Context: an optimization exercise on an open-source flow, tuned for small area and a short achievable clock period. The choices shown serve that exercise and are no tape-out recipe. In this exercise RTL edits were held to simulation tests only and were not proved equivalent to the original. Power figures rest on the tool's default switching activity, not on a simulated workload.

[flow/config.mk]
export PLATFORM = sky130hd
export DESIGN_NAME = coef_dot_product
export DESIGN_NICKNAME = coef_dot_product
export VERILOG_FILES = /design/flow/design.v
export SDC_FILE = /design/flow/constraint.sdc
export NUM_CORES = 4
export LEC_CHECK = 0
export CAP_MARGIN = 20
export CORE_MARGIN = 2
export CORE_UTILIZATION = 40
export PLACE_DENSITY = 0.6
export SLEW_MARGIN = 20
[flow/constraint.sdc]
create_clock -name core_clock -period 9.0 [get_ports {i_clk}]
set_input_delay 1.8000 -clock core_clock [delete_from_list [all_inputs] [get_ports {i_clk}]]
set_output_delay 1.8000 -clock core_clock [all_outputs]
set_load 0.01 [all_outputs]
[flow/design.v]
`default_nettype none
package coef_pkg;
    localparam int COEF_COUNT = 4;
    localparam int COEF_IDX_W = 2;
    localparam int MAX_ADDR_W = 32;
    localparam int MAX_DATA_W = 64;
    typedef enum logic [1:0] {
        RESP_OKAY   = 2'b00,
        RESP_SLVERR = 2'b10
    } axil_resp_e;
    typedef enum logic [1:0] {
        WR_IDLE,
        WR_ACCEPT,
        WR_RESP
    } wr_state_e;
    typedef enum logic [1:0] {
        RD_IDLE,
        RD_ACCEPT,
        RD_DATA
    } rd_state_e;
    typedef struct packed {
        logic                    awvalid;
        logic [MAX_ADDR_W-1:0]   awaddr;
        logic                    wvalid;
        logic [MAX_DATA_W-1:0]   wdata;
        logic [MAX_DATA_W/8-1:0] wstrb;
        logic                    bready;
    } axil_wr_req_t;
    typedef struct packed {
        logic       awready;
        logic       wready;
        logic       bvalid;
        axil_resp_e bresp;
    } axil_wr_rsp_t;
    typedef struct packed {
        logic                  arvalid;
        logic [MAX_ADDR_W-1:0] araddr;
        logic                  rready;
    } axil_rd_req_t;
    typedef struct packed {
        logic                  arready;
        logic                  rvalid;
        logic [MAX_DATA_W-1:0] rdata;
        axil_resp_e            rresp;
    } axil_rd_rsp_t;
    typedef struct packed {
        logic                    en;
        logic [COEF_IDX_W-1:0]   idx;
        logic [MAX_DATA_W-1:0]   data;
        logic [MAX_DATA_W/8-1:0] strb;
    } coef_wr_t;
endpackage
`default_nettype wire
`timescale 1ns/1ps
`default_nettype none
module axil_write_channel #(
    parameter int ADDR_W = 32,
    parameter int DATA_W = 32
) (
    input  wire logic                   i_clk,
    input  wire logic                   i_sync_rst,
    input  wire coef_pkg::axil_wr_req_t i_req,
    output var  coef_pkg::axil_wr_rsp_t o_rsp,
    output var  coef_pkg::coef_wr_t     o_coef_wr
);
    localparam int ADDR_LSB = $clog2(DATA_W / 8);
    localparam int STRB_W   = DATA_W / 8;
    coef_pkg::wr_state_e  r_state;
    logic                 r_awready;
    logic                 r_wready;
    logic                 r_bvalid;
    coef_pkg::axil_resp_e r_bresp;
    logic [ADDR_W-1:0]    r_awaddr;
    logic [DATA_W-1:0]    r_wdata;
    logic [STRB_W-1:0]    r_wstrb;
    logic                 wr_hs;
    logic [ADDR_W-1:0]    wr_word;
    logic                 wr_in_range;
    assign wr_hs = r_awready && i_req.awvalid && r_wready && i_req.wvalid;
    assign wr_word = r_awaddr >> ADDR_LSB;
    assign wr_in_range = (wr_word < ADDR_W'(coef_pkg::COEF_COUNT));
    always_ff @(posedge i_clk) begin
        if (i_sync_rst) begin
            r_state   <= coef_pkg::WR_IDLE;
            r_awready <= 1'b0;
            r_wready  <= 1'b0;
            r_bvalid  <= 1'b0;
        end else begin
            case (r_state)
                coef_pkg::WR_IDLE: begin
                    if (i_req.awvalid && i_req.wvalid) begin
                        r_state   <= coef_pkg::WR_ACCEPT;
                        r_awready <= 1'b1;
                        r_wready  <= 1'b1;
                    end
                end
                coef_pkg::WR_ACCEPT: begin
                    if (wr_hs) begin
                        r_state   <= coef_pkg::WR_RESP;
                        r_awready <= 1'b0;
                        r_wready  <= 1'b0;
                        r_bvalid  <= 1'b1;
                    end
                end
                coef_pkg::WR_RESP: begin
                    if (i_req.bready) begin
                        r_state  <= coef_pkg::WR_IDLE;
                        r_bvalid <= 1'b0;
                    end
                end
                default: begin
                    r_state <= coef_pkg::WR_IDLE;
                end
            endcase
        end
    end
    always_ff @(posedge i_clk) begin
        if (r_state == coef_pkg::WR_IDLE && i_req.awvalid && i_req.wvalid) begin
            r_awaddr <= i_req.awaddr[ADDR_W-1:0];
            r_wdata  <= i_req.wdata[DATA_W-1:0];
            r_wstrb  <= i_req.wstrb[STRB_W-1:0];
        end
        if (wr_hs) begin
            r_bresp <= wr_in_range ? coef_pkg::RESP_OKAY : coef_pkg::RESP_SLVERR;
        end
    end
    always_comb begin
        o_rsp         = '0;
        o_rsp.awready = r_awready;
        o_rsp.wready  = r_wready;
        o_rsp.bvalid  = r_bvalid;
        o_rsp.bresp   = r_bresp;
    end
    always_comb begin
        o_coef_wr                   = '0;
        o_coef_wr.en                = wr_hs && wr_in_range;
        o_coef_wr.idx               = wr_word[coef_pkg::COEF_IDX_W-1:0];
        o_coef_wr.data[DATA_W-1:0]  = r_wdata;
        o_coef_wr.strb[STRB_W-1:0]  = r_wstrb;
    end
endmodule
`default_nettype wire
`timescale 1ns/1ps
`default_nettype none
module axil_read_channel #(
    parameter int ADDR_W = 32,
    parameter int DATA_W = 32
) (
    input  wire logic                              i_clk,
    input  wire logic                              i_sync_rst,
    input  wire coef_pkg::axil_rd_req_t            i_req,
    output var  coef_pkg::axil_rd_rsp_t            o_rsp,
    output var  logic [coef_pkg::COEF_IDX_W-1:0]   o_rd_idx,
    input  wire logic [DATA_W-1:0]                 i_rd_data
);
    localparam int ADDR_LSB = $clog2(DATA_W / 8);
    coef_pkg::rd_state_e  r_state;
    logic                 r_arready;
    logic                 r_rvalid;
    logic [ADDR_W-1:0]    r_araddr;
    logic [DATA_W-1:0]    r_rdata;
    coef_pkg::axil_resp_e r_rresp;
    logic                 rd_hs;
    logic [ADDR_W-1:0]    rd_word;
    logic                 rd_in_range;
    assign rd_hs = r_arready && i_req.arvalid;
    assign rd_word     = r_araddr >> ADDR_LSB;
    assign rd_in_range = (rd_word < ADDR_W'(coef_pkg::COEF_COUNT));
    assign o_rd_idx    = rd_word[coef_pkg::COEF_IDX_W-1:0];
    always_ff @(posedge i_clk) begin
        if (i_sync_rst) begin
            r_state   <= coef_pkg::RD_IDLE;
            r_arready <= 1'b0;
            r_rvalid  <= 1'b0;
        end else begin
            case (r_state)
                coef_pkg::RD_IDLE: begin
                    if (i_req.arvalid) begin
                        r_state   <= coef_pkg::RD_ACCEPT;
                        r_arready <= 1'b1;
                    end
                end
                coef_pkg::RD_ACCEPT: begin
                    if (rd_hs) begin
                        r_state   <= coef_pkg::RD_DATA;
                        r_arready <= 1'b0;
                        r_rvalid  <= 1'b1;
                    end
                end
                coef_pkg::RD_DATA: begin
                    if (i_req.rready) begin
                        r_state  <= coef_pkg::RD_IDLE;
                        r_rvalid <= 1'b0;
                    end
                end
                default: begin
                    r_state <= coef_pkg::RD_IDLE;
                end
            endcase
        end
    end
    always_ff @(posedge i_clk) begin
        if (r_state == coef_pkg::RD_IDLE && i_req.arvalid) begin
            r_araddr <= i_req.araddr[ADDR_W-1:0];
        end
        if (rd_hs) begin
            r_rdata <= rd_in_range ? i_rd_data : '0;
            r_rresp <= rd_in_range ? coef_pkg::RESP_OKAY : coef_pkg::RESP_SLVERR;
        end
    end
    always_comb begin
        o_rsp                    = '0;
        o_rsp.arready            = r_arready;
        o_rsp.rvalid             = r_rvalid;
        o_rsp.rdata[DATA_W-1:0]  = r_rdata;
        o_rsp.rresp              = r_rresp;
    end
endmodule
`default_nettype wire
`timescale 1ns/1ps
`default_nettype none
module coef_reg_file #(
    parameter int DATA_W = 32
) (
    input  wire logic                                          i_clk,
    input  wire logic                                          i_sync_rst,
    input  wire coef_pkg::coef_wr_t                            i_coef_wr,
    input  wire logic [coef_pkg::COEF_IDX_W-1:0]               i_rd_idx,
    output var  logic [DATA_W-1:0]                             o_rd_data,
    output var  logic [coef_pkg::COEF_COUNT-1:0][DATA_W-1:0]   o_coefs
);
    localparam int STRB_W = DATA_W / 8;
    logic [coef_pkg::COEF_COUNT-1:0][DATA_W-1:0] r_coefs;
    always_ff @(posedge i_clk) begin
        if (i_sync_rst) begin
            r_coefs <= '0;
        end else if (i_coef_wr.en) begin
            for (int b = 0; b < STRB_W; b++) begin
                if (i_coef_wr.strb[b]) begin
                    r_coefs[i_coef_wr.idx][b*8 +: 8] <= i_coef_wr.data[b*8 +: 8];
                end
            end
        end
    end
    assign o_rd_data = r_coefs[i_rd_idx];
    assign o_coefs = r_coefs;
endmodule
`default_nettype wire
`timescale 1ns/1ps
`default_nettype none
module dot_product_pipe #(
    parameter int DATA_W = 32
) (
    input  wire logic                                          i_clk,
    input  wire logic                                          i_sync_rst,
    input  wire logic [coef_pkg::COEF_COUNT-1:0][DATA_W-1:0]   i_vec,
    input  wire logic                                          i_vec_valid,
    input  wire logic [coef_pkg::COEF_COUNT-1:0][DATA_W-1:0]   i_coefs,
    output var  logic [DATA_W-1:0]                             o_prod,
    output var  logic                                          o_prod_valid
);
    logic [1:0]                                  r_valid_sr;
    logic [coef_pkg::COEF_COUNT-1:0][DATA_W-1:0] r_prod;
    logic [DATA_W-1:0]                           prod_sum;
    always_ff @(posedge i_clk) begin
        if (i_sync_rst) begin
            r_valid_sr <= '0;
        end else begin
            r_valid_sr <= {r_valid_sr[0], i_vec_valid};
        end
    end
    assign o_prod_valid = r_valid_sr[1];
    always_ff @(posedge i_clk) begin
        if (i_vec_valid) begin
            for (int i = 0; i < coef_pkg::COEF_COUNT; i++) begin
                r_prod[i] <= i_vec[i] * i_coefs[i];
            end
        end
    end
    always_comb begin
        prod_sum = '0;
        for (int i = 0; i < coef_pkg::COEF_COUNT; i++) begin
            prod_sum = prod_sum + r_prod[i];
        end
    end
    always_ff @(posedge i_clk) begin
        if (r_valid_sr[0]) begin
            o_prod <= prod_sum;
        end
    end
endmodule
`default_nettype wire
`timescale 1ns/1ps
`default_nettype none
module coef_dot_product_top #(
    parameter int ADDR_W = 32,
    parameter int DATA_W = 32
) (
    input  wire logic                                          i_clk,
    input  wire logic                                          i_sync_rst,
    input  wire coef_pkg::axil_wr_req_t                        i_axil_wr_req,
    output var  coef_pkg::axil_wr_rsp_t                        o_axil_wr_rsp,
    input  wire coef_pkg::axil_rd_req_t                        i_axil_rd_req,
    output var  coef_pkg::axil_rd_rsp_t                        o_axil_rd_rsp,
    input  wire logic [coef_pkg::COEF_COUNT-1:0][DATA_W-1:0]   i_vec,
    input  wire logic                                          i_vec_valid,
    output var  logic [DATA_W-1:0]                             o_prod,
    output var  logic                                          o_prod_valid
);
    coef_pkg::coef_wr_t                          coef_wr;
    logic [coef_pkg::COEF_IDX_W-1:0]             rd_idx;
    logic [DATA_W-1:0]                           rd_data;
    logic [coef_pkg::COEF_COUNT-1:0][DATA_W-1:0] coefs;
    axil_write_channel #(
        .ADDR_W (ADDR_W),
        .DATA_W (DATA_W)
    ) u_wr_ch (
        .i_clk      (i_clk),
        .i_sync_rst (i_sync_rst),
        .i_req      (i_axil_wr_req),
        .o_rsp      (o_axil_wr_rsp),
        .o_coef_wr  (coef_wr)
    );
    axil_read_channel #(
        .ADDR_W (ADDR_W),
        .DATA_W (DATA_W)
    ) u_rd_ch (
        .i_clk      (i_clk),
        .i_sync_rst (i_sync_rst),
        .i_req      (i_axil_rd_req),
        .o_rsp      (o_axil_rd_rsp),
        .o_rd_idx   (rd_idx),
        .i_rd_data  (rd_data)
    );
    coef_reg_file #(
        .DATA_W (DATA_W)
    ) u_regs (
        .i_clk      (i_clk),
        .i_sync_rst (i_sync_rst),
        .i_coef_wr  (coef_wr),
        .i_rd_idx   (rd_idx),
        .o_rd_data  (rd_data),
        .o_coefs    (coefs)
    );
    dot_product_pipe #(
        .DATA_W (DATA_W)
    ) u_pipe (
        .i_clk        (i_clk),
        .i_sync_rst   (i_sync_rst),
        .i_vec        (i_vec),
        .i_vec_valid  (i_vec_valid),
        .i_coefs      (coefs),
        .o_prod       (o_prod),
        .o_prod_valid (o_prod_valid)
    );
endmodule
`default_nettype wire
`timescale 1ns/1ps
`default_nettype none
module coef_dot_product (
    input  wire          i_clk,
    input  wire          i_sync_rst,
    input  wire          s_awvalid,
    input  wire [31:0]   s_awaddr,
    output wire          s_awready,
    input  wire          s_wvalid,
    input  wire [31:0]   s_wdata,
    input  wire [3:0]    s_wstrb,
    output wire          s_wready,
    output wire          s_bvalid,
    output wire [1:0]    s_bresp,
    input  wire          s_bready,
    input  wire          s_arvalid,
    input  wire [31:0]   s_araddr,
    output wire          s_arready,
    output wire          s_rvalid,
    output wire [31:0]   s_rdata,
    output wire [1:0]    s_rresp,
    input  wire          s_rready,
    input  wire [127:0]  i_vec,
    input  wire          i_vec_valid,
    output wire [31:0]   o_prod,
    output wire          o_prod_valid
);
    coef_pkg::axil_wr_req_t wr_req;
    coef_pkg::axil_wr_rsp_t wr_rsp;
    coef_pkg::axil_rd_req_t rd_req;
    coef_pkg::axil_rd_rsp_t rd_rsp;
    always_comb begin
        wr_req         = '0;
        wr_req.awvalid = s_awvalid;
        wr_req.awaddr  = s_awaddr;
        wr_req.wvalid  = s_wvalid;
        wr_req.wdata   = {32'd0, s_wdata};
        wr_req.wstrb   = {4'd0, s_wstrb};
        wr_req.bready  = s_bready;
        rd_req         = '0;
        rd_req.arvalid = s_arvalid;
        rd_req.araddr  = s_araddr;
        rd_req.rready  = s_rready;
    end
    assign s_awready = wr_rsp.awready;
    assign s_wready  = wr_rsp.wready;
    assign s_bvalid  = wr_rsp.bvalid;
    assign s_bresp   = wr_rsp.bresp;
    assign s_arready = rd_rsp.arready;
    assign s_rvalid  = rd_rsp.rvalid;
    assign s_rdata   = rd_rsp.rdata[31:0];
    assign s_rresp   = rd_rsp.rresp;
    coef_dot_product_top #(
        .ADDR_W (32),
        .DATA_W (32)
    ) u_top (
        .i_clk         (i_clk),
        .i_sync_rst    (i_sync_rst),
        .i_axil_wr_req (wr_req),
        .o_axil_wr_rsp (wr_rsp),
        .i_axil_rd_req (rd_req),
        .o_axil_rd_rsp (rd_rsp),
        .i_vec         (i_vec),
        .i_vec_valid   (i_vec_valid),
        .o_prod        (o_prod),
        .o_prod_valid  (o_prod_valid)
    );
endmodule
`default_nettype wire
[flow/run.sh]
#!/bin/bash
# synth_recipe.tcl (not shown) runs the flow's synth.tcl, then flattens the netlist and writes it again
# the make line also repeats each setting of config.mk as NAME=value (left out here)
make -C /OpenROAD-flow-scripts/flow DESIGN_CONFIG=/design/flow/config.mk WORK_HOME=/design/flow/orfs CLKGATE_MAP_FILE= SYNTH_SCRIPT=/design/flow/synth_recipe.tcl finish
==> results.txt <==
----------------------------------------------------
[Worst setup path]
  Largest delay share family, worst path ... adder cells
  Worst path buffer plus inverter count ... 5
  Slowest library cell on the worst path ... sky130_fd_sc_hd__fa_1
  Data arrival at the endpoint of the critical path ... 9060 ps
  Worst setup SP type ... primary input
  Most common cell on crit path ... sky130_fd_sc_hd__fa_1
  Largest driver fanout on the critical path ... 4
  CP max stage delay ... 560 ps
  Required time of the worst setup path ... 9420 ps
  Ordered list of cells on the worst path ... clkdlybuf4s50_1, and2_1, fa_1, inv_1, fa_1, fa_1, fa_1, inv_1, fa_1, inv_1, fa_1, inv_1, fa_1, fa_1, ha_1, a211oi_1, o21bai_1, o311a_1, nand2b_1, o2111ai_1, o21ai_1, o41a_1, a31oi_1, xnor2_1
  Crit end category ... flop
  Type of the worst setup path ... in -> reg

[Routing]
  Violation count after the first detailed-route iteration ... 4354
  Total detailed-routing wirelength ... 248000 µm
  Average wire length per cell after detail routing ... 22.1 µm
  Pre-Repair DR Iteration Count ... 5
  Count of vias placed by the detailed router ... 57600
  Detailed-route DRC error count ... 0
  Via/cell ratio ... 5.13
  Post-route antenna net violation count ... 0

[Flow run]
  Number of maximum-capacitance violations ... 0

[Clock tree]
  Count of hold-fix buffers inserted at cts ... 0
  Total number of H-tree levels ... 2
  Clock buffer count from CTS ... 49
  Bufs on Longest Clock Path ... 3
  Worst-Skew Late Latency ... 680 ps
  Root cell of the clock tree ... sky130_fd_sc_hd__clkbuf_16
  TritonCTS clock tree ... done
  Sink Count ... 428
  Clock-pin slew on the worst setup and hold paths ... 60 ps

[Global routing]
  Routing usage on met2 ... 0.410
  Overall overflow remaining after global route ... 0
  Largest net degree at the start of global routing ... 90
  Global-route wire length before repair ... 386000 µm
  Vias in the first global route ... 62700
  Layer carrying the most global-route usage ... met2
  GRT met3 Usage ... 0.0263
  Met1 usage in global routing ... 0.332
  Number of antenna violations at the first check in global routing ... 8
  Overall Global Routing Usage ... 0.251

[Synth]
  Flip-flop and latch count after synthesis ... 428
  Number of synthesized flops with an enable pin ... 290
  Cell type with the highest aggregate area in the netlist ... sky130_fd_sc_hd__fa_1
  List of most frequent post-synthesis cells ... sky130_fd_sc_hd__fa_1 (1694), sky130_fd_sc_hd__inv_1 (1563), sky130_fd_sc_hd__and2_1 (1143)
  Predominant post-synthesis flop cell ... sky130_fd_sc_hd__edfxtp_1
  Count of synthesis-stage warnings from yosys ... 5
  Synth async-reset ratio ... 0
  Synth Instances ... 8129
  Fraction of synthesized cell area taken by the top area cell type ... 0.425
  Top post-synthesis cells by area ... sky130_fd_sc_hd__fa_1 (42%), sky130_fd_sc_hd__edfxtp_1 (11%), sky130_fd_sc_hd__and2_1 (9.0%)
  Syn avg cell area ... 9.82 µm²
  Portion of the post-synthesis area used by sequential elements ... 0.144
  Library cell with the highest instance count after synthesis ... sky130_fd_sc_hd__fa_1
  Number of distinct library cells after synthesis ... 71
  Post-synthesis cell area ... 0.0798 mm²

[Final layout]
  Total of fill cells in the finished design ... 18900
  Final std cell area, no fill ... 0.0902 mm²
  Signed area change from the synthesized netlist to the final layout ... 13.0%
  Area occupied by multi-input gates ... 0.0609 mm²
  Fraction of final layout cells sized beyond drive strength 1 ... 0.0704
  Final instance count without filler cells ... 11200
  Storage element area ... 0.0115 mm²
  Final nets ... 11000

[Timing]
  Final TNS setup ... 0 ps
  Headroom to the max-slew limit ... 0.169
  RSZ-0062 raised after global routing ... no
  Worst-Margin Slew ... 1250 ps
  Number of hold violations in the final report ... 0
  Clock period minus final worst setup slack ... 8640 ps
  Tcrit/Tclk final ... 0.960
  Final setup viols ... 0
  Hold slack final ... 502 ps
  Max Clock Freq ... 0.116 GHz
  Worst Skew ... 39.4 ps
  Pins Over Slew Limit ... 0

[Power and ir drop]
  Pwr Total ... 5320 µW
  Power density over the cells ... 59.0 mW/mm²
  Worst vdd rail ir drop ... 158 µV
  Leakage ... 0.0427 µW

[Floorplan]
  Die W ... 451 µm
  Die Footprint ... 0.203 mm²
  Area of the core region ... 0.198 mm²
  Rows ... 163
  Vertical extent of the die ... 451 µm
  Number of placed I/O pins ... 310
  Effective utilization at floorplan ... 0.403

[Placed design]
  Placer congestion estimate ... 0.922
  Cell Area, Placed ... 0.0884 mm²
  Port Buf Inserts ... 303
  DPL Wire Length ... 210000 µm
  Cell count after placement ... 11100

[Run status]
  Run status ... finished clean

[Hold path]
  Min-Delay Path Class ... reg -> reg

----------------------------------------------------
cell families (layout without fill, tap and decap cells):
kind of cell	after synthesis	count (layout)	share of synthesized area
fa+ha+maj	2222	2222	0.508
other cells	1	7	0.0000470
buf+inv	1969	2417	0.0928
mux	35	35	0.00941
flops	428	428	0.144
simple gates	2644	2644	0.166
xor+xnor	362	362	0.0397
compound gates	468	468	0.0402
placed cells by master, fill, tap and decap left out, types with 32 or more instances in the layout:
cell type                         synthesis  final
sky130_fd_sc_hd__fa_1                  1694   1694
sky130_fd_sc_hd__nor2_1                 234    233
sky130_fd_sc_hd__clkdlybuf4s50_1          0    301
sky130_fd_sc_hd__and2_1                1143   1142
sky130_fd_sc_hd__edfxtp_1               290    290
sky130_fd_sc_hd__o21ai_0                 52     52
sky130_fd_sc_hd__a21o_1                  42     42
sky130_fd_sc_hd__a21oi_1                 94     94
sky130_fd_sc_hd__mux4_2                  32     32
sky130_fd_sc_hd__clkbuf_16                0     52
sky130_fd_sc_hd__xnor2_1                282    282
sky130_fd_sc_hd__a22oi_1                120    120
sky130_fd_sc_hd__buf_4                    3    429
sky130_fd_sc_hd__ha_1                   528    528
sky130_fd_sc_hd__xor2_1                  80     80
sky130_fd_sc_hd__nand2_1               1063   1063
sky130_fd_sc_hd__inv_1                 1563   1563
sky130_fd_sc_hd__nor2b_1                 51     51
sky130_fd_sc_hd__dfxtp_1                138    133
worst reg2reg max path: cells and delay by family, from the launching register on:
family / cells / cell delay (ps)
AOI/OAI and AO/OA: 7 / 1710
DFF: 1 / 1130
xor gates and xnor gates: 1 / 100
and+or+nand+nor: 2 / 480
buffers and inverters: 4 / 250
adders and majority gates: 9 / 4200
per-stage QoR:
step / worst slack [ps] / util
after global placement: -279 / 0.447
after global routing: 58.9 / 0.456
after detailed placement: -340 / 0.447
after CTS: 356 / 0.456
final: 360 / 0.456
after floorplan: 522 / -
cell type report:
type                            instances  area share
Multi-Input combinational cell       5733       0.676
Sequential cell                       428       0.127
Timing Repair Buffer                  762      0.0761
Inverter                             1563      0.0651
Tap cell                             2640      0.0366
Clock buffer                           65      0.0155
Clock inverter                         27     0.00350
Antenna cell                            5    0.000139
power by group:
group          switching [µW]  internal, µW
Sequential               66.4          2190
Clock                     937          1210
Combinational             561           358
Total                    1560          3750
flip-flops by register name (all words and copies together) (netlist names), 2 cells and up:
register,cells
u_top.u_pipe.r_prod,128
u_top.u_regs.r_coefs,128
u_top.u_pipe.o_prod,32
u_top.u_rd_ch.r_rdata,32
u_top.u_wr_ch.r_wdata,32
u_top.u_rd_ch.r_araddr,30
u_top.u_wr_ch.r_awaddr,30
u_top.u_wr_ch.r_wstrb,4
u_top.u_pipe.r_valid_sr,2
u_top.u_rd_ch.r_state,2
u_top.u_wr_ch.r_state,2
metal layers:
layer / vias to the layer above / routed length [µm]
met5: - / 16
met1: 30000 / 101000
met4: 2 / 15400
li1: 25200 / -
met3: 389 / 15000
met2: 2045 / 117000
path summary, 6_finish.rpt:
check	start	to	slack, ps	cells after the start
setup / recovery	i_vec[14]	u_top.u_pipe.r_prod[31]	360	24
hold / removal	u_top.u_rd_ch.r_state[1]	u_top.u_rd_ch.r_state[0]	500	1
hold reg to reg	u_top.u_rd_ch.r_state[1]	u_top.u_rd_ch.r_state[0]	500	1
setup reg to reg	u_top.u_regs.r_coefs[2]	u_top.u_pipe.r_prod[31]	870	23
timing repair:
action	in CTS	in global routing
setup buffers	0	1
resized for setup	0	0
endpoints found under the setup margin	0	1

-- static timing again, ports no longer ideal --
The results above use ideal ports. As a check the final layout listed here was re-extracted and re-timed, cells and wires unchanged. Step 1: set_driving_cell puts a clkbuf_16 on i_clk and a buf_2 on each other input, an assumption about the parent block. Step 2 times the ports against the registers' clock, not the clock port: input delays grow and output delays shrink by t, the midpoint of the rising clock arrivals with the driver on. a / b / c = no drivers / after step 1 / after step 2; a / b = the first two.
t, ns: 0.729
slack for setup (ns): 0.360 / 0.408 / -0.321
worst setup path after step 2: input to register
worst register clock-pin slew, ns: 0.07 / 0.07
Met with ideal ports but missed after step 2: setup timing in this run. The setup slack of this run moves by +0.048 ns with the drivers and by -0.681 ns with both steps.
